From an optimization exercise on the open Yosys and OpenROAD flow, aimed at small area, a short achievable clock period and few clock cycles; shortcuts taken in it are not production practice. In this exercise RTL edits were held to simulation tests only and were not proved equivalent to the original. Power figures rest on the tool's default switching activity, not on a simulated workload.

## try-cedar
## iterated_three_point_smoothing_unit
module iterated_three_point_smoothing_unit #(
   parameter int MAX_LEN = itps_pkg::MAX_LEN_DEFAULT
) (
   input  logic                          clock,
   input  logic                          reset,
   input  logic                          req_valid,
   output logic                          req_stall,
   input  logic [itps_pkg::SAMPLE_W-1:0] req_sample,
   input  logic                          req_last_in,
   output logic                          rsp_valid,
   input  logic                          rsp_stall,
   output logic [itps_pkg::SAMPLE_W-1:0] rsp_value,
   output logic [itps_pkg::RSUM_W-1:0]   rsp_running_sum,
   output logic                          rsp_overflow,
   output logic                          rsp_last_out,
   input  logic                          csr_we,
   input  logic [itps_pkg::SWEEP_W-1:0]  csr_wdata
);
clock: 11.0 ns
lec_check: 0
cap_margin: 20
core_margin: 2
core_utilization: 40
place_density: 0.6
slew_margin: 20
run.sh (not shown) runs the stock make flow with config.mk's settings and CLKGATE_MAP_FILE= SYNTH_SCRIPT=/design/flow/synth_recipe.tcl, a recipe that flattens the netlist after the stock synthesis.
Testbench counts of try-cedar, summed over its fixed seeds: cycles 5,891.
Here is what was changed in the inputs of try-amber compared with try-cedar.
Settings: changing PLACE_DENSITY from 0.6 to 0.7; changing CORE_UTILIZATION from 40 to 55; setting CTS_CLUSTER_DIAMETER to 80 for the first time; setting CTS_CLUSTER_SIZE to 25 for the first time; setting ABC_AREA to 1 for the first time.
==> flow/flow/run.sh (new file) <==
#!/bin/bash
# Standard layout, with timing repair after clock-tree synthesis and global routing
# aimed below the clock period (the constraints themselves are unchanged).
set -euo pipefail
bash standard.sh SETUP_SLACK_MARGIN=7.4 finish > flow_orfs.log 2>&1
==> flow/standard.sh (new file) <==
#!/bin/bash
# synth_recipe.tcl (not shown) runs the flow's synth.tcl, then flattens the netlist and writes it again
# the make line also repeats each setting of config.mk as NAME=value (left out here)
make -C /OpenROAD-flow-scripts/flow DESIGN_CONFIG=/design/flow/config.mk WORK_HOME=/design/flow/orfs CLKGATE_MAP_FILE= SYNTH_SCRIPT=/design/flow/synth_recipe.tcl "${@:-finish}"
removed: flow/run.sh
Notes after the runs:
On placed instance count: try-amber sits below try-cedar.
Delta (try-amber minus try-cedar): mean number of vias per cell higher, sequential fraction of the synthesis area higher, fill cell total of the finished layout lower, overall die area lower, via count lower.
Summary of try-amber over try-cedar: post-route fraction of the period consumed by the critical path decreased 5.0 points; hold slack +0.020 ns.
The inputs of try-onyx differ from those of try-amber as listed below.
Settings: changing PLACE_DENSITY from 0.7 to 0.6; changing CORE_UTILIZATION from 55 to 40.
Results
Going from try-amber to try-onyx, wire length the detailed router placed on met1 now larger; flip-flop and latch power roughly the same; cell total after placement grew by about 7%; data arrival time at the worst-slack endpoint held steady; standard cell core area moved up.
Of try-amber and try-onyx, the run reporting the higher count of instances resized after the clock tree is built was try-onyx.
Diff try-amber -> try-onyx: layout overhead on the synthesized area has increased; cell area after layout has increased; count of clock-buffer cells in the layout has increased; final total power has increased.
Edits applied to the flow inputs when going from try-onyx to try-pepper:
Settings: a deleted ABC_AREA that had been 1.
Findings:
- Against try-onyx, try-pepper comes in 11% higher on switching power summed over all nets.
- The final layout from try-pepper, which completed every stage, passed the timing, DRC and antenna checks at the end of the flow.
- The faster design of the two is try-onyx; try-pepper tops out lower.
- Against try-onyx, global placement routability congestion in try-pepper fell by a few percent.
- Taking try-onyx as the reference, in try-pepper critical path data arrival time rose by 0.10 ns; ratio of final minimum period to clock period rose by 0.89 points; clock network fraction of total power fell by 0.7 points.
- Looking at average vias per placed instance across try-pepper and try-onyx, the one that comes out lower is try-onyx.

---

== rev 12 ==
iterated_three_point_smoothing_unit, a different RTL version from the one above (not shown whole).
For scale: about 2900 flip-flops, about 0.12 mm^2 of cells after synthesis.
export LEC_CHECK = 0
export ABC_AREA = 1
export CAP_MARGIN = 20
export CORE_MARGIN = 2
export CORE_UTILIZATION = 40
export CTS_CLUSTER_DIAMETER = 80
export CTS_CLUSTER_SIZE = 25
export PLACE_DENSITY = 0.6
export SLEW_MARGIN = 20
create_clock -name core_clock -period 11.0 [get_ports {clock}]
standard.sh (not shown) runs the stock make flow with config.mk's settings and CLKGATE_MAP_FILE= SYNTH_SCRIPT=/design/flow/synth_recipe.tcl, a recipe that flattens the netlist after the stock synthesis.
==> flow/flow/run.sh <==
#!/bin/bash
# Standard layout, with timing repair after clock-tree synthesis and global routing
# aimed below the clock period (the constraints themselves are unchanged).
set -euo pipefail
bash standard.sh SETUP_SLACK_MARGIN=7.6 finish > flow_orfs.log 2>&1
Rev 12 went all the way through the flow, and no timing, DRC or antenna check failed.
Testbench counts of rev 12, summed over its fixed seeds: cycles 5,843.
#### Input delta (rev 13 over rev 12)
diff --git a/flow/flow/run.sh b/flow/flow/run.sh
--- a/flow/flow/run.sh
+++ b/flow/flow/run.sh
@@ -5 +5 @@
-bash standard.sh SETUP_SLACK_MARGIN=7.6 finish > flow_orfs.log 2>&1
+bash standard.sh SETUP_SLACK_MARGIN=7.4 finish > flow_orfs.log 2>&1
Findings:
- Relative to rev 12, the clock-buffer cell count measured on rev 13 has increased slightly.
- As far as number of placed instances, taps included is concerned, rev 13 and rev 12 perform about the same.
- Comparing weighted congestion at the end of routability-driven global placement for rev 12 and rev 13, the bigger number came from rev 12.
- | multiplexer share of the synthesized area | rev 13 vs rev 12 | ≈ equal |
- Rev 13 reports a lower hold slack than rev 12 does.
- Looking at rev 12 and rev 13, the highest clock rate is a wash.

## static timing again, ports no longer ideal
How much do the figures lean on ideal ports? The routed layouts below were timed once more, with nothing changed but the port constraints.
Step 1: set_driving_cell puts a clkbuf_16 on clock and a buf_2 on each other input, an assumption about the parent block.
Step 2, shift: input delay + t, output delay - t, t = (earliest + latest rising clock arrival at the registers) / 2. This alone moves slack from input paths to output paths.
Three values: no drivers, after step 1, after step 2; two values: the first two.
| run | t, ns | setup slack, ns | slew at the worst register clock pin (ns) |
|---|---|---|---|
| try-cedar | 0.989 | 6.816 / 6.714 / 6.475 | 0.07 / 0.07 |
| try-amber | 0.921 | 7.371 / 7.274 / 6.731 | 0.10 / 0.10 |
| try-onyx | 0.944 | 7.356 / 7.265 / 6.610 | 0.11 / 0.11 |
| try-pepper | 0.952 | 7.258 / 7.158 / 6.606 | 0.10 / 0.10 |
| rev 12 | 0.955 | 7.343 / 7.239 / 6.799 | 0.10 / 0.10 |
| rev 13 | 0.966 | 7.339 / 7.232 / 6.637 | 0.11 / 0.11 |
After both steps setup and hold are still met in every run listed. For try-onyx, which loses most, drivers alone change the setup slack by -0.091 ns; drivers and shift together by -0.746 ns.
